This design comes from an exercise in tuning for small area on the open sky130 flow, not from production work.
The RTL was checked by simulation tests, not by an equivalence proof against the original design.
Power figures rest on the tool's default switching activity, not on a simulated workload.

`design/flow/config.mk`:
```
export PLATFORM = sky130hd
export DESIGN_NAME = fetch_top
export DESIGN_NICKNAME = fetch_top
export VERILOG_FILES = /design/flow/design.v
export SDC_FILE = /design/flow/constraint.sdc
export NUM_CORES = 4
export LEC_CHECK = 0
export CAP_MARGIN = 20
export CORE_MARGIN = 2
export CORE_UTILIZATION = 40
export SLEW_MARGIN = 20
export SYNTH_HIERARCHICAL = 1
export SYNTH_MINIMUM_KEEP_SIZE = 0
```
`design/flow/constraint.sdc`:
```
create_clock -name core_clock -period 9.0 [get_ports {clk_i}]
set_input_delay 1.8000 -clock core_clock [delete_from_list [all_inputs] [get_ports {clk_i}]]
set_output_delay 1.8000 -clock core_clock [all_outputs]
set_load 0.01 [all_outputs]
```
`design/flow/design.v`:
```
package fetch_pkg;
    localparam int ADDR_WIDTH = 32;
    typedef logic [ADDR_WIDTH-1:0] addr_t;
    localparam addr_t INSTR_BYTES = 32'd4;
    localparam addr_t RESET_VECTOR = 32'h0000_0000;
    localparam int WORD_OFFSET_BITS = 2;
endpackage
package bpred_pkg;
    typedef enum logic [1:0] {
        STRONG_NT = 2'b00,
        WEAK_NT   = 2'b01,
        WEAK_T    = 2'b10,
        STRONG_T  = 2'b11
    } ctr_t;
    localparam ctr_t CTR_ALLOC = WEAK_T;
    localparam int DEFAULT_INDEX_WIDTH = 4;
    localparam int DEFAULT_BANK_BITS = 1;
endpackage
module btb_hold (
    input  logic q,
    input  logic hold,
    input  logic d,
    input  logic we,
    output logic y
);
    assign y = (q & hold) | (d & we);
endmodule
module btb_aoi222 (
    input  logic [2:0] s,
    input  logic [2:0] d,
    output logic       y
);
    assign y = ~|(s & d);
endmodule
module btb_aoi22 (
    input  logic [1:0] s,
    input  logic [1:0] d,
    output logic       y
);
    assign y = ~|(s & d);
endmodule
module btb_nand11 (
    input  logic [10:0] a,
    output logic        y
);
    assign y = ~&a;
endmodule
module btb_rd32 (
    input  logic [31:0] s,
    input  logic [31:0] d,
    output logic        y
);
    logic [10:0] p;
    for (genvar g = 0; g < 10; g++) begin : g_aoi
        btb_aoi222 u (.s(s[3*g +: 3]), .d(d[3*g +: 3]), .y(p[g]));
    end
    btb_aoi22 u_last (.s(s[31:30]), .d(d[31:30]), .y(p[10]));
    btb_nand11 u_or (.a(p), .y(y));
endmodule
module fetch_top (
    input  logic             clk_i,
    input  logic             rst_i,
    input  logic             stall_i,
    input  logic             resolve_valid_i,
    input  fetch_pkg::addr_t resolve_pc_i,
    input  logic             resolve_taken_i,
    input  logic             resolve_pred_i,
    input  fetch_pkg::addr_t resolve_target_i,
    output fetch_pkg::addr_t fetch_pc_o,
    output logic             pred_taken_o,
    output logic             flush_o
);
    localparam int N  = 32;
    localparam int TW = 25;
    logic [31:0]   pc_q;
    logic [N-1:0]  c1_q, c0_q, x_q;         
    logic [TW-1:0] tag_q [N];
    logic [31:1]   tgt_q [N];
    logic [N-1:0] lsel, usel;
    always_comb begin
        for (int e = 0; e < N; e++) begin
            lsel[e] = (pc_q[6:2] == e[4:0]);
            usel[e] = (resolve_pc_i[6:2] == e[4:0]);
        end
    end
    logic          l_c1, u_c1, u_c0, u_x;
    logic [TW-1:0] l_tag, u_tag;
    logic [31:0]   l_tgt;
    btb_rd32 u_rd_lc1 (.s(lsel), .d(c1_q), .y(l_c1));
    btb_rd32 u_rd_lx  (.s(lsel), .d(x_q),  .y(l_tgt[0]));
    btb_rd32 u_rd_uc1 (.s(usel), .d(c1_q), .y(u_c1));
    btb_rd32 u_rd_uc0 (.s(usel), .d(c0_q), .y(u_c0));
    btb_rd32 u_rd_ux  (.s(usel), .d(x_q),  .y(u_x));
    for (genvar b = 0; b < TW; b++) begin : g_rd_tag
        logic [N-1:0] col;
        for (genvar e = 0; e < N; e++) begin : g_col
            assign col[e] = tag_q[e][b];
        end
        btb_rd32 u_l (.s(lsel), .d(col), .y(l_tag[b]));
        btb_rd32 u_u (.s(usel), .d(col), .y(u_tag[b]));
    end
    for (genvar b = 1; b < 32; b++) begin : g_rd_tgt
        logic [N-1:0] col;
        for (genvar e = 0; e < N; e++) begin : g_col
            assign col[e] = tgt_q[e][b];
        end
        btb_rd32 u_l (.s(lsel), .d(col), .y(l_tgt[b]));
    end
    assign pred_taken_o = l_c1 && (l_tag == pc_q[31:7]);
    assign flush_o      = resolve_valid_i && (resolve_pred_i != resolve_taken_i);
    assign fetch_pc_o   = pc_q;
    logic [31:0] pc_next;
    always_comb begin
        if (flush_o)
            pc_next = resolve_taken_i ? resolve_target_i : resolve_pc_i + 32'd4;
        else if (stall_i)
            pc_next = pc_q;
        else if (pred_taken_o)
            pc_next = l_tgt;
        else
            pc_next = pc_q + 32'd4;
    end
    always_ff @(posedge clk_i or posedge rst_i) begin
        if (rst_i) pc_q <= '0;
        else       pc_q <= pc_next;
    end
    logic u_hit, n_c1, n_c0, n_x;
    assign u_hit = (u_c1 | u_x) && (u_tag == resolve_pc_i[31:7]);
    always_comb begin
        if (!u_hit) begin
            n_c1 = 1'b1;
            n_c0 = 1'b0;
        end else if (resolve_taken_i) begin
            n_c1 = u_c1 | u_c0;
            n_c0 = ~u_c0 | u_c1;
        end else begin
            n_c1 = u_c1 & u_c0;
            n_c0 = ~u_c0 & u_c1;
        end
        if (!n_c1)
            n_x = 1'b1;
        else if (resolve_taken_i)
            n_x = resolve_target_i[0];
        else
            n_x = u_x;
    end
    logic [N-1:0] we_c, we_t, hd_c, hd_t;
    assign we_c = usel & {N{resolve_valid_i & (u_hit | resolve_taken_i)}};
    assign we_t = usel & {N{resolve_valid_i & resolve_taken_i}};
    assign hd_c = ~we_c;
    assign hd_t = ~we_t;
    for (genvar e = 0; e < N; e++) begin : g_ent
        logic          c1_d, c0_d, x_d;
        logic [TW-1:0] tag_d;
        logic [31:1]   tgt_d;
        btb_hold u_c1 (.q(c1_q[e]), .hold(hd_c[e]), .d(n_c1), .we(we_c[e]), .y(c1_d));
        btb_hold u_c0 (.q(c0_q[e]), .hold(hd_c[e]), .d(n_c0), .we(we_c[e]), .y(c0_d));
        btb_hold u_x  (.q(x_q[e]),  .hold(hd_c[e]), .d(n_x),  .we(we_c[e]), .y(x_d));
        for (genvar b = 0; b < TW; b++) begin : g_tag
            btb_hold u (.q(tag_q[e][b]), .hold(hd_t[e]), .d(resolve_pc_i[7+b]),
                        .we(we_t[e]), .y(tag_d[b]));
        end
        for (genvar b = 1; b < 32; b++) begin : g_tgt
            btb_hold u (.q(tgt_q[e][b]), .hold(hd_t[e]), .d(resolve_target_i[b]),
                        .we(we_t[e]), .y(tgt_d[b]));
        end
        always_ff @(posedge clk_i or posedge rst_i) begin
            if (rst_i) begin
                c1_q[e] <= 1'b0;
                x_q[e]  <= 1'b0;
            end else begin
                c1_q[e] <= c1_d;
                x_q[e]  <= x_d;
            end
        end
        always_ff @(posedge clk_i) begin
            c0_q[e]  <= c0_d;
            tag_q[e] <= tag_d;
            tgt_q[e] <= tgt_d;
        end
    end
endmodule
```
`design/flow/run.sh`:
```
#!/bin/bash
# synth_recipe.tcl (not shown) runs the flow's synth.tcl, then flattens the netlist and writes it again
# the make line also repeats each setting of config.mk as NAME=value (left out here)
make -C /OpenROAD-flow-scripts/flow DESIGN_CONFIG=/design/flow/config.mk WORK_HOME=/design/flow/orfs CLKGATE_MAP_FILE= SYNTH_SCRIPT=/design/flow/synth_recipe.tcl finish
```
==> results of run 1 <==
report_power, final:
group          leakage (nW)  switching [mW]  internal (mW)  total (mW)
combinational          12.2            1.84           1.48        3.32
sequential             16.2           0.958           9.69        10.6
clock                  3.34            3.57           5.04        8.61
worst min-delay path by stage:
stage                   from             to  slack [ns]  cells past startpoint
2_1_floorplan        c0_q[0]        c0_q[0]        0.45                      1
4_1_cts        tgt_q[24][14]  tgt_q[24][14]        0.48                      1
3_3_place_gp    tgt_q[21][4]   tgt_q[21][4]        0.46                      1
3_5_place_dp   tgt_q[21][12]  tgt_q[21][12]        0.47                      1
6_report       tgt_q[24][14]  tgt_q[24][14]        0.48                      1
5_1_grt        tgt_q[19][13]  tgt_q[19][13]        0.49                      1
synthesized netlist by cell type (all sizes together), types with 19 or more instances:
master / n / area (sq um)
nor3: 48 / 240
nand2: 114 / 430
nand3: 120 / 601
xnor2: 57 / 499
a222oi: 860 / 8610
o21ai: 23 / 115
xor2: 21 / 184
dfxtp: 1824 / 36500
or3: 94 / 588
nand4: 202 / 1280
a21oi: 19 / 95.1
a22o: 1888 / 16500
a22oi: 86 / 1080
nor2: 82 / 310
inv: 53 / 199
dfrtp: 96 / 2400
clkbuf: 47 / 198
critical path, delay by kind of cell, from the launching register on:
kind | cells | cell delay [ns]
flip-flops | 1 | 0.68
XOR/XNOR | 1 | 0.17
buffers and inverters | 3 | 1.23
AO/OA/AOI/OAI | 1 | 0.58
AND/OR/NAND/NOR | 7 | 3.12
cell families (layout without fill, tap and decap cells):
logic type / after synthesis / count (layout) / share of synthesized area
multiplexers: 17 / 17 / 0.00245
XOR/XNOR: 78 / 78 / 0.00956
other: 0 / 10 / 0
flip-flops: 1920 / 1920 / 0.545
AO/OA/AOI/OAI: 2960 / 2960 / 0.379
buffers and inverters: 113 / 715 / 0.00688
adder cells (fa/ha/maj): 13 / 13 / 0.00224
AND/OR/NAND/NOR: 735 / 735 / 0.0551
modules after synthesis, one instance, submodules excluded, excerpt:
module / cells inside / area [sq um] / flops+latches / times used
btb_hold: 1 / 8.76 / 0 / 1888
btb_nand11: 4 / 23.8 / 0 / 86
btb_aoi222: 1 / 10.0 / 0 / 860
btb_aoi22: 1 / 12.5 / 0 / 86
fetch_top: 2658 / 43200 / 1920 / 1
registers in the layout, indices dropped and copies added (netlist names):
name   cells
tag_q    800
tgt_q    992
x_q       32
c1_q      32
c0_q      32
pc_q      32
per-layer routing:
layer / vias up / track usage
li1: 27000 / -
met1: 33200 / 0.460
met2: 5572 / 0.484
met3: 1116 / 0.0954
met4: 10 / 0.225
met5: - / 0.000794
final cells by class:
type                    instances  area [sq um]  share of cell area
clock buffers                 291          5850              0.0696
well taps                    2355          2950              0.0350
inverters                      54           206             0.00245
clock inverters                64           918              0.0109
diodes                         10          25.0            0.000297
flip-flops and latches       1920         38900               0.463
repair buffers                306          2500              0.0297
multi-input cells            3803         32700               0.389
==> flow_metrics.py, run 1 <==
metrics = {
    "floorplan": {
        "dieWidth_um": 427,
        "rows": 155,
        "core_region_area_sq_um": 178000,
        "dieArea_sq_um": 182000,
        "start_util": 0.401,
        "fp.dieH_um": 427,
        "num_io_pins": 104,
    },
    "detailed_routing": {
        "drt_wl_total_um": 328000,
        "met2RoutedLength_um": 133000,
        "vias": 66900,
        "wl_per_cell_um": 37.2,
        "routed_via_density": 7.60,
        "ant_nets": 0,
        "drt-pass1-iter-count": 17,
        "drc": 0,
        "drt_iter0_drc": 14600,
        "wl_met3_um": 44300,
        "drt-met1-wl_um": 126000,
        "maxUsedRoutingLayer": "met5",
    },
    "timing": {
        "fin_worst_skew_ns": 0.0323,
        "worstMarginPinSlew_ns": 1.29,
        "rsz0062_at_grt": "no",
        "fin_ws_ns": 0.517,
        "max-slew-margin-rel": 0.138,
        "maxSlewViolCount": 0,
        "fmax_ghz": 0.118,
        "hold_viol_final": 0,
        "fin_hold_ws_ns": 0.482,
        "fin_crit_sh": 0.943,
        "setup_violations": 0,
        "fin_setup_tns_ns": 0,
        "period_minus_slack_ns": 8.48,
    },
    "place": {
        "dp.cells": 8433,
        "port_buffers": 103,
        "pre_cts_ws_ns": 1.08,
        "place_area_sq_um": 77200,
        "gp_congestion": 0.954,
        "post-dp-hpwl_um": 188000,
    },
    "clocking": {
        "cts_setup_buffers": 0,
        "clock-root-buffer": "clkbuf_16",
        "numClockSinks": 1920,
        "cts_resized": 0,
        "cts_tree": "done",
        "clockBufferDepth": 3,
        "postCtsHoldBufs": 0,
        "clkLatencyLatePin_ns": 0.86,
        "cts_buffers": 191,
        "htreeDepth": 4,
        "clkSlewWorstSetupHoldPaths_ns": 0.07,
    },
    "setup_path": {
        "r2r_cells": 14,
        "crit_end": "pred_taken_o",
        "cp_common_cell": "nand4_1",
        "cp.required_ns": 7.20,
        "r2r_slack_ns": 2.69,
        "crit_path_cell_trace": "nand2b_1 > nor2_4 > a222oi_1 > nand4_1 > or3_1 > xnor2_1 > nand4_1 > nor4_2 > buf_4 > nand2_2 > inv_1 > clkdlybuf4s50_1",
        "crit_path_max_incr_delay_ns": 0.68,
        "start_kind": "flop",
        "cp_max_fo": 27,
        "crit_path_top_delay_cell": "dfrtp_1",
        "crit_start": "pc_q[4]",
        "rr_startpoint": "pc_q[4]",
        "end_kind": "output port",
        "crit_arrival_ns": 6.68,
        "crit_type": "flop to output port",
        "r2r-end": "pc_q[31]",
    },
    "final_layout": {
        "fillers": 16000,
        "drive_gt1_frac": 0.123,
        "fin_nets": 6358,
        "final_util": 0.472,
        "final_area_sq_um": 84100,
        "final_cell_mix": "1888 x a22o_1, 1824 x dfxtp_1, 860 x a222oi_1",
        "final_common_cell": "a22o_1",
        "finalNonFillerCells": 8803,
        "area_growth_pct": 17.7,
    },
    "synth": {
        "yosysWarnings": 11,
        "synth_edf_count": 0,
        "ys_seq_area_frac": 0.545,
        "avgSynthCellArea_sq_um": 12.2,
        "synthDistinctLibCells": 70,
        "synth_top_flop_cell": "dfxtp_1",
        "synth_cells": 5836,
        "netlist_area_sq_um": 71500,
        "postSynth.asyncResetShare": 0.0500,
        "synth_fp_nets": 5918,
        "ys_seq_elements": 1920,
    },
    "global_routing": {
        "grt_pass1_wl_um": 464000,
        "grt_start_max_net_pins": 60,
        "gr-total-overflow": 0,
        "antenna_found_initial": 17,
        "grtUsageTotal": 0.344,
        "grt_pass1_vias": 62900,
    },
    "job": {
        "drv_cap": 0,
    },
    "pwr": {
        "p_leak_nw": 31.8,
        "powerDensity_nw_per_um2": 268,
        "irDropWorstVdd_uv": 157,
        "p_total_mw": 22.6,
    },
    "min_path": {
        "hp-class": "flop to flop",
    },
    "run_status": {
        "status": "complete, no violations",
    },
}
==> run 2: changes to the inputs <==
--- a/design/flow/design.v
+++ b/design/flow/design.v
@@ -32,15 +32,15 @@
 );
     assign y = ~|(s & d);
 endmodule
-module btb_aoi22 (
-    input  logic [1:0] s,
-    input  logic [1:0] d,
-    output logic       y
-);
-    assign y = ~|(s & d);
-endmodule
-module btb_nand11 (
-    input  logic [10:0] a,
+module btb_nand2 (
+    input  logic s,
+    input  logic d,
+    output logic y
+);
+    assign y = ~(s & d);
+endmodule
+module btb_nand12 (
+    input  logic [11:0] a,
     output logic        y
 );
     assign y = ~&a;
@@ -50,12 +50,13 @@
     input  logic [31:0] d,
     output logic        y
 );
-    logic [10:0] p;
+    logic [11:0] p;
     for (genvar g = 0; g < 10; g++) begin : g_aoi
         btb_aoi222 u (.s(s[3*g +: 3]), .d(d[3*g +: 3]), .y(p[g]));
     end
-    btb_aoi22 u_last (.s(s[31:30]), .d(d[31:30]), .y(p[10]));
-    btb_nand11 u_or (.a(p), .y(y));
+    btb_nand2 u_n30 (.s(s[30]), .d(d[30]), .y(p[10]));
+    btb_nand2 u_n31 (.s(s[31]), .d(d[31]), .y(p[11]));
+    btb_nand12 u_or (.a(p), .y(y));
 endmodule
 module fetch_top (
     input  logic             clk_i,
@@ -76,11 +77,30 @@
     logic [N-1:0]  c1_q, c0_q, x_q;         
     logic [TW-1:0] tag_q [N];
     logic [31:1]   tgt_q [N];
-    logic [N-1:0] lsel, usel;
+    logic [3:0] la, ua;
+    logic [7:0] lb, ub, ub_c, ub_t;
+    logic       upd_c, upd_t;
+    always_comb begin
+        for (int i = 0; i < 4; i++) begin
+            la[i] = (pc_q[3:2] == i[1:0]);
+            ua[i] = (resolve_pc_i[3:2] == i[1:0]);
+        end
+        for (int i = 0; i < 8; i++) begin
+            lb[i]   = (pc_q[6:4] == i[2:0]);
+            ub[i]   = (resolve_pc_i[6:4] == i[2:0]);
+            ub_c[i] = ub[i] & upd_c;
+            ub_t[i] = ub[i] & upd_t;
+        end
+    end
+    logic [N-1:0] lsel, usel, we_c, we_t, hd_c, hd_t;
     always_comb begin
         for (int e = 0; e < N; e++) begin
-            lsel[e] = (pc_q[6:2] == e[4:0]);
-            usel[e] = (resolve_pc_i[6:2] == e[4:0]);
+            lsel[e] = la[e % 4] & lb[e / 4];
+            usel[e] = ua[e % 4] & ub[e / 4];
+            we_c[e] = ua[e % 4] & ub_c[e / 4];
+            we_t[e] = ua[e % 4] & ub_t[e / 4];
+            hd_c[e] = ~(ua[e % 4] & ub_c[e / 4]);
+            hd_t[e] = ~(ua[e % 4] & ub_t[e / 4]);
         end
     end
     logic          l_c1, u_c1, u_c0, u_x;
@@ -109,16 +129,21 @@
     assign pred_taken_o = l_c1 && (l_tag == pc_q[31:7]);
     assign flush_o      = resolve_valid_i && (resolve_pred_i != resolve_taken_i);
     assign fetch_pc_o   = pc_q;
+    logic [31:2] inc_in, inc_out;
     logic [31:0] pc_next;
-    always_comb begin
-        if (flush_o)
-            pc_next = resolve_taken_i ? resolve_target_i : resolve_pc_i + 32'd4;
+    assign inc_in  = flush_o ? resolve_pc_i[31:2] : pc_q[31:2];
+    assign inc_out = inc_in + 30'd1;
+    always_comb begin
+        if (flush_o && resolve_taken_i)
+            pc_next = resolve_target_i;
+        else if (flush_o)
+            pc_next = {inc_out, resolve_pc_i[1:0]};
         else if (stall_i)
             pc_next = pc_q;
         else if (pred_taken_o)
             pc_next = l_tgt;
         else
-            pc_next = pc_q + 32'd4;
+            pc_next = {inc_out, pc_q[1:0]};
     end
     always_ff @(posedge clk_i or posedge rst_i) begin
         if (rst_i) pc_q <= '0;
@@ -144,11 +169,8 @@
         else
             n_x = u_x;
     end
-    logic [N-1:0] we_c, we_t, hd_c, hd_t;
-    assign we_c = usel & {N{resolve_valid_i & (u_hit | resolve_taken_i)}};
-    assign we_t = usel & {N{resolve_valid_i & resolve_taken_i}};
-    assign hd_c = ~we_c;
-    assign hd_t = ~we_t;
+    assign upd_c = resolve_valid_i & (u_hit | resolve_taken_i);
+    assign upd_t = resolve_valid_i & resolve_taken_i;
     for (genvar e = 0; e < N; e++) begin : g_ent
         logic          c1_d, c0_d, x_d;
         logic [TW-1:0] tag_d;
--- a/design/flow/config.mk
+++ b/design/flow/config.mk
@@ -8,6 +8,9 @@
 export CAP_MARGIN = 20
 export CORE_MARGIN = 2
 export CORE_UTILIZATION = 40
+export CTS_BUF_LIST = sky130_fd_sc_hd__clkbuf_16
+export CTS_CLUSTER_DIAMETER = 80
+export CTS_CLUSTER_SIZE = 15
 export SLEW_MARGIN = 20
 export SYNTH_HIERARCHICAL = 1
 export SYNTH_MINIMUM_KEEP_SIZE = 0
==> flow_metrics.py, run 2 <==
metrics = {
    "run_status": {
        "status": "complete, no violations",
    },
    "final_layout": {
        "fin_nets": 6432,
        "regMostFlops": "tgt_q",
        "drive_gt1_frac": 0.0854,
        "largest_register_ffs": 992,
        "fillers": 16200,
        "final_cell_mix": "1890 x a22o_1, 1824 x dfxtp_1, 860 x a222oi_1",
        "area_growth_pct": 14.3,
        "final_common_cell": "a22o_1",
        "reg.largest.list": "tgt_q (992), tag_q (800)",
        "multiInputGateArea_sq_um": 32100,
        "seqCellArea_sq_um": 38900,
    },
    "pwr": {
        "p_leak_nw": 31.2,
        "swShare": 0.302,
        "netSwitchingPower_mw": 6.18,
        "powerDensity_nw_per_um2": 252,
        "irDropWorstVdd_uv": 184,
        "intPower_mw": 14.3,
        "pwr-share-comb": 0.168,
        "p_total_mw": 20.4,
        "seq_power_share": 0.522,
        "power_frac_clock": 0.310,
    },
    "synth": {
        "ys_seq_area_frac": 0.547,
        "ys_seq_elements": 1920,
        "synth_fp_nets": 6007,
        "synth_edf_count": 0,
        "synth_area_leaders": "dfxtp_1 51%, a22o_1 23%, a222oi_1 12%",
        "postSynth.asyncResetShare": 0.0500,
        "netlist_area_sq_um": 71100,
        "synth_cells": 5936,
        "yosysWarnings": 11,
        "synthDistinctLibCells": 73,
        "synth_top_flop_cell": "dfxtp_1",
        "yosys.area.top_type_share": 0.514,
        "yosysMostFrequentCell": "a22o_1",
        "synthTopCellsByCount": "1890 x a22o_1, 1824 x dfxtp_1, 860 x a222oi_1",
        "synth_area_leader_cell": "dfxtp_1",
        "avgSynthCellArea_sq_um": 12.0,
    },
    "min_path": {
        "hp-class": "flop to flop",
    },
    "detailed_routing": {
        "routed_via_density": 7.60,
        "vias": 66600,
        "ant_nets": 0,
        "drt-pass1-iter-count": 15,
        "wl_per_cell_um": 37.8,
        "drt_wl_total_um": 331000,
        "drc": 0,
        "drt_iter0_drc": 14500,
    },
    "job": {
        "drv_cap": 0,
    },
    "clocking": {
        "clkLatencyLatePin_ns": 0.86,
        "cts_resized": 0,
        "cts_buffers": 149,
        "htreeDepth": 4,
        "cts_tree": "done",
        "cts_setup_buffers": 0,
        "numClockSinks": 1920,
        "clockBufferDepth": 3,
        "clkSlewWorstSetupHoldPaths_ns": 0.07,
        "clock-root-buffer": "clkbuf_16",
        "postCtsHoldBufs": 0,
    },
    "floorplan": {
        "dieArea_sq_um": 181000,
        "dieWidth_um": 426,
        "rows": 154,
        "start_util": 0.403,
        "core_region_area_sq_um": 176000,
        "fp.dieH_um": 426,
        "num_io_pins": 104,
    },
    "place": {
        "port_buffers": 103,
        "post-dp-hpwl_um": 196000,
        "pre_cts_ws_ns": 1.19,
        "gp_congestion": 0.998,
    },
    "global_routing": {
        "gr-total-overflow": 0,
        "grtUsageTotal": 0.349,
        "grt_start_max_net_pins": 67,
        "grt_pass1_vias": 62400,
        "antenna_found_initial": 14,
        "grt_pass1_wl_um": 467000,
    },
    "setup_path": {
        "crit_type": "flop to output port",
        "cp_common_cell": "nand4_1",
        "crit_path_max_incr_delay_ns": 0.81,
        "cp.required_ns": 7.20,
        "crit_path_cell_trace": "nand2_1 > nor2_4 > buf_4 > a222oi_1 > nand4_1 > or3_1 > xor2_1 > nor2_1 > and4bb_2 > nand4_1 > inv_1 > clkdlybuf4s50_1",
        "start_kind": "flop",
        "cp_max_fo": 16,
        "path_delay_family": "simple AND/OR/NAND/NOR gates",
        "end_kind": "output port",
        "cp.buffers_inverters": 3,
        "crit_arrival_ns": 6.48,
        "crit_path_top_delay_cell": "nand2_1",
    },
    "timing": {
        "fin_crit_sh": 0.920,
        "fin_ws_ns": 0.717,
        "fin_worst_skew_ns": 0.0554,
        "hold_viol_final": 0,
        "rsz0062_at_grt": "no",
        "fmax_ghz": 0.121,
        "setup_violations": 0,
        "period_minus_slack_ns": 8.28,
        "worstMarginPinSlew_ns": 1.15,
        "fin_hold_ws_ns": 0.484,
        "fin_setup_tns_ns": 0,
        "max-slew-margin-rel": 0.232,
        "maxSlewViolCount": 0,
    },
}
==> run 2: modules after synthesis (local to each module, per instance), excerpt <==
module      times used  flops+latches  cells  area [sq um]
btb_nand12          86              0      4          25.0
btb_nand2          172              0      1          3.75
fetch_top            1           1920   2672         43100
btb_aoi222         860              0      1          10.0
btb_hold          1888              0      1          8.76
==> run 2: cells by family (layout without fill, tap and decap cells) <==
kind of cell	count (synthesis)	count (layout)	synth area share
AO/OA/AOI/OAI	2871	2871	0.366
XOR/XNOR	87	87	0.0108
adder cells (fa/ha/maj)	2	2	0.000317
buffers and inverters	132	602	0.00750
flip-flops	1920	1920	0.547
multiplexers	24	24	0.00348
other	0	11	0
AND/OR/NAND/NOR	900	900	0.0649
==> run 2: cell type report <==
| cell class | count | share of cell area |
|---|---|---|
| antenna | 11 | 0.000339 |
| clock buffer | 151 | 0.0465 |
| clock inverter | 45 | 0.00585 |
| inverter | 76 | 0.00356 |
| multi-input combinational | 3884 | 0.396 |
| sequential | 1920 | 0.479 |
| tap | 2340 | 0.0360 |
| timing repair buffer | 330 | 0.0329 |
==> run 2: stage by stage <==
| stage | instance area (sq um) | instances | utilization |
|---|---|---|---|
| finish | 81200 | 8757 | 0.461 |
| global route | 81200 | 8750 | 0.461 |
| CTS | 81200 | 8744 | 0.460 |
| detailed placement | 76900 | 8548 | 0.436 |
| global placement | 76900 | 8548 | 0.436 |
| floorplan | 71100 | 5936 | - |
==> run 2: worst paths after layout <==
check                               from            end  slack, ns  cells after the start
setup reg to reg                 pc_q[3]        pc_q[1]       3.20                     13
setup / recovery                 pc_q[3]   pred_taken_o       0.72                     12
hold reg to reg            tgt_q[25][19]  tgt_q[25][19]       0.48                      1
min in group asynchronous          rst_i         x_q[4]       1.35                      2
hold / removal             tgt_q[25][19]  tgt_q[25][19]       0.48                      1
max in group asynchronous          rst_i       pc_q[29]       6.56                      4
==> run 2: metal layers <==
layer	share of wire	wire, um	track usage
met5	0.00021	68	0
met2	0.41	135000	0.490
met4	0.083	27300	0.252
met3	0.13	42100	0.0877
met1	0.38	126000	0.464
==> run 2: power by group through the flow <==
stage | combinational (mW) | sequential, mW | clock (mW)
final | 3.44 | 10.7 | 6.34
after global routing | 3.52 | 10.8 | 6.71
after CTS | 3.31 | 10.6 | 6.37
after detailed placement | 3.30 | 10.8 | 0
after global placement | 3.24 | 10.8 | 0
after floorplan | 1.95 | 10.4 | 0
==> run 3: changes to the inputs <==
==> design/flow/flow/run.sh (new file) <==
#!/bin/bash
# The standard layout (the standard.sh, unchanged synthesis and steps),
# except that the port buffers are the smallest buffer cell instead of the
# default delay buffer. Make's output goes to standard.log; ORFS keeps each
# step's log under orfs/logs/.
set -euo pipefail
export BUFFER_PORTS_ARGS="-buffer_cell sky130_fd_sc_hd__buf_1"
bash standard.sh finish > standard.log 2>&1
==> design/flow/standard.sh (new file) <==
#!/bin/bash
# synth_recipe.tcl (not shown) runs the flow's synth.tcl, then flattens the netlist and writes it again
# the make line also repeats each setting of config.mk as NAME=value (left out here)
make -C /OpenROAD-flow-scripts/flow DESIGN_CONFIG=/design/flow/config.mk WORK_HOME=/design/flow/orfs CLKGATE_MAP_FILE= SYNTH_SCRIPT=/design/flow/synth_recipe.tcl "${@:-finish}"
--- a/design/flow/config.mk
+++ b/design/flow/config.mk
@@ -9,8 +9,8 @@
 export CORE_MARGIN = 2
 export CORE_UTILIZATION = 40
 export CTS_BUF_LIST = sky130_fd_sc_hd__clkbuf_16
-export CTS_CLUSTER_DIAMETER = 80
-export CTS_CLUSTER_SIZE = 15
+export CTS_CLUSTER_DIAMETER = 100
+export CTS_CLUSTER_SIZE = 20
 export SLEW_MARGIN = 20
 export SYNTH_HIERARCHICAL = 1
 export SYNTH_MINIMUM_KEEP_SIZE = 0
removed: design/flow/run.sh
==> flow_metrics.py, run 3 <==
metrics = {
    "place": {
        "post-dp-hpwl_um": 195000,
        "gp_congestion": 0.986,
        "port_buffers": 103,
    },
    "global_routing": {
        "grt_pass1_wl_um": 466000,
        "antenna_found_initial": 17,
        "grt_pass1_vias": 62200,
        "grt_start_max_net_pins": 63,
        "grtUsageTotal": 0.347,
        "gr-total-overflow": 0,
    },
    "pwr": {
        "powerDensity_nw_per_um2": 241,
        "p_leak_nw": 30.3,
        "irDropWorstVdd_uv": 166,
        "p_total_mw": 19.1,
    },
    "floorplan": {
        "start_util": 0.403,
        "dieArea_sq_um": 181000,
        "fp.dieH_um": 426,
        "core_region_area_sq_um": 176000,
        "num_io_pins": 104,
        "rows": 154,
        "dieWidth_um": 426,
    },
    "clocking": {
        "numClockSinks": 1920,
        "clockBufferDepth": 3,
        "clock-root-buffer": "clkbuf_16",
        "clkLatencyLatePin_ns": 0.83,
        "cts_setup_buffers": 0,
        "postCtsHoldBufs": 0,
        "cts_tree": "done",
        "cts_resized": 0,
        "clkSlewWorstSetupHoldPaths_ns": 0.10,
        "htreeDepth": 3,
        "cts_buffers": 106,
    },
    "synth": {
        "synth_cells": 5936,
        "yosysMostFrequentCell": "a22o_1",
        "ys_seq_area_frac": 0.547,
        "postSynth.asyncResetShare": 0.0500,
        "synth_fp_nets": 6007,
        "synthTopCellsByCount": "1890 x a22o_1, 1824 x dfxtp_1, 860 x a222oi_1",
        "ys_seq_elements": 1920,
        "synth_area_leaders": "dfxtp_1 51%, a22o_1 23%, a222oi_1 12%",
        "netlist_area_sq_um": 71100,
        "avgSynthCellArea_sq_um": 12.0,
        "yosys.area.top_type_share": 0.514,
        "synthDistinctLibCells": 73,
        "synth_area_leader_cell": "dfxtp_1",
        "yosysWarnings": 11,
        "synth_edf_count": 0,
        "synth_top_flop_cell": "dfxtp_1",
    },
    "final_layout": {
        "reg.largest.list": "tgt_q (992), tag_q (800)",
        "drive_gt1_frac": 0.0805,
        "fin_nets": 6374,
        "largest_register_ffs": 992,
        "final_common_cell": "a22o_1",
        "final_cell_mix": "1890 x a22o_1, 1824 x dfxtp_1, 860 x a222oi_1",
        "regMostFlops": "tgt_q",
        "area_growth_pct": 11.5,
    },
    "setup_path": {
        "cp.required_ns": 7.20,
        "start_kind": "flop",
        "end_kind": "output port",
        "cp_max_fo": 21,
        "crit_arrival_ns": 6.27,
        "crit_type": "flop to output port",
    },
    "job": {
        "drv_cap": 0,
    },
    "timing": {
        "max-slew-margin-rel": 0.149,
        "hold_viol_final": 0,
        "fmax_ghz": 0.124,
        "period_minus_slack_ns": 8.07,
        "setup_violations": 0,
        "fin_setup_tns_ns": 0,
        "worstMarginPinSlew_ns": 1.28,
        "rsz0062_at_grt": "no",
        "maxSlewViolCount": 0,
        "fin_crit_sh": 0.896,
        "fin_worst_skew_ns": 0.0633,
    },
    "run_status": {
        "status": "complete, no violations",
    },
    "detailed_routing": {
        "drt_iter0_drc": 13600,
        "drt_wl_total_um": 329000,
        "wl_per_cell_um": 37.9,
        "ant_nets": 0,
        "drt-pass1-iter-count": 17,
        "drc": 0,
        "routed_via_density": 7.62,
        "vias": 66100,
    },
    "min_path": {
        "hp-class": "flop to flop",
    },
}
run 3: changes by cell type in the layout (fill, tap and decap cells not counted), moves of 3 or more:
cell             change
inv_6                -4
clkdlybuf4s50_1     -82
buf_2               -21
inv_1                -7
clkinv_16            -3
clkbuf_16           -44
clkbuf_2            +56
clkinv_8             -4
buf_1               +47
diode_2              -3
buf_4               -16
run 3: per-stage QoR:
stage | utilization | hold slack (ns) | area [sq um] | cells | setup WS (ns)
after detailed placement | 0.433 | 0.469 | 76300 | 8533 | 1.21
after global placement | 0.433 | 0.465 | 76300 | 8533 | 1.34
after global routing | 0.450 | 0.497 | 79300 | 8670 | 0.968
after floorplan | - | 0.455 | 71100 | 5936 | 2.07
after CTS | 0.449 | 0.491 | 79200 | 8664 | 1.24
final | 0.450 | 0.488 | 79300 | 8674 | 0.935
run 3: worst paths after layout:
path                                 end  depth (start not counted)          start  slack (ns)
min in group asynchronous        x_q[10]                          2          rst_i        1.07
max                         pred_taken_o                         12        pc_q[6]        0.93
min                        tgt_q[19][25]                          1  tgt_q[19][25]        0.49
min reg2reg                tgt_q[19][25]                          1  tgt_q[19][25]        0.49
max reg2reg                     pc_q[15]                         13        pc_q[6]        2.31
max in group asynchronous        pc_q[3]                          3          rst_i        6.57
run 3: worst max-delay path, stage by stage (launching register included):
cell	delay, ns
dfrtp_1	0.69
nand3b_1	0.58
nor2_4	0.30
buf_4	0.27
a222oi_1	0.55
nand4_1	0.55
or3_1	0.69
xor2_1	0.20
nor2_1	0.26
and4bb_2	0.29
nand4_1	0.64
inv_1	0.21
buf_1	0.18
run 3: cell families (layout without fill, tap and decap cells):
logic type	count (synthesis)	after routing	share of synthesized area
DFF	1920	1920	0.547
other	0	8	0
and+or+nand+nor	900	900	0.0649
buffers and inverters	132	522	0.00750
muxes	24	24	0.00348
AOI/OAI and AO/OA	2871	2871	0.366
xor gates and xnor gates	87	87	0.0108
adders and majority gates	2	2	0.000317
run 3: area by class of cell:
class	count	area, sq um
well taps	2340	2930
fillers	16300	97000
clock buffers	107	2680
clock inverters	24	200
diodes	8	20.0
inverters	76	292
flip-flops and latches	1920	38900
multi-input cells	3884	32100
repair buffers	315	2110
run 3: modules after synthesis, one instance, submodules excluded, a selection:
module	flops+latches	cells inside	cell area, sq um	times used
btb_nand12	0	4	25.0	86
btb_nand2	0	1	3.75	172
fetch_top	1920	2672	43100	1
btb_aoi222	0	1	10.0	860
btb_hold	0	1	8.76	1888
run 3: layer usage:
layer,vias to the layer above,global-route usage,part of all wire
li1,26900,-,-
met1,33000,0.460,0.39
met2,5087,0.501,0.41
met4,12,0.242,0.083
met5,-,0,0.00024
met3,1062,0.0769,0.12
run 3: where the power goes:
| group | internal [mW] | total (mW) | switching [mW] |
|---|---|---|---|
| registers | 9.68 | 10.6 | 0.925 |
| logic | 1.44 | 3.40 | 1.96 |
| clock network | 2.15 | 5.08 | 2.93 |
| total | 13.3 | 19.1 | 5.82 |

## afterwards: timing with drivers on the ports
The flow's constraints put no driver on any port. The routed layouts listed below were extracted and timed again, unchanged, in two steps. Step 1, drivers: a clkbuf_16 drives clk_i and a buf_2 each remaining input, both assumed. Step 2 adds t to the input delays and takes it off the output delays; t is the mean of the earliest and latest rising clock arrival at the registers after step 1. Input paths then give back, and output paths get back, about the clock's delay inside the block. Three values: no drivers, after step 1, after step 2; two values: the first two.
run	shift t [ns]	setup slack, ns	latest minus earliest clock arrival (ns)	worst register clock-pin slew, ns	cell pins on the clock port's net
run 1	0.940	0.517 / 0.424 / 1.041	0.035 / 0.035	0.07 / 0.07	1
run 2	0.919	0.717 / 0.626 / 0.752	0.057 / 0.057	0.08 / 0.08	1
run 3	0.885	0.935 / 0.845 / 0.483	0.064 / 0.064	0.10 / 0.10	1
After both steps setup and hold are still met in every run listed. For run 3, which loses most, drivers alone change the setup slack by -0.090 ns; drivers and shift together by -0.452 ns.
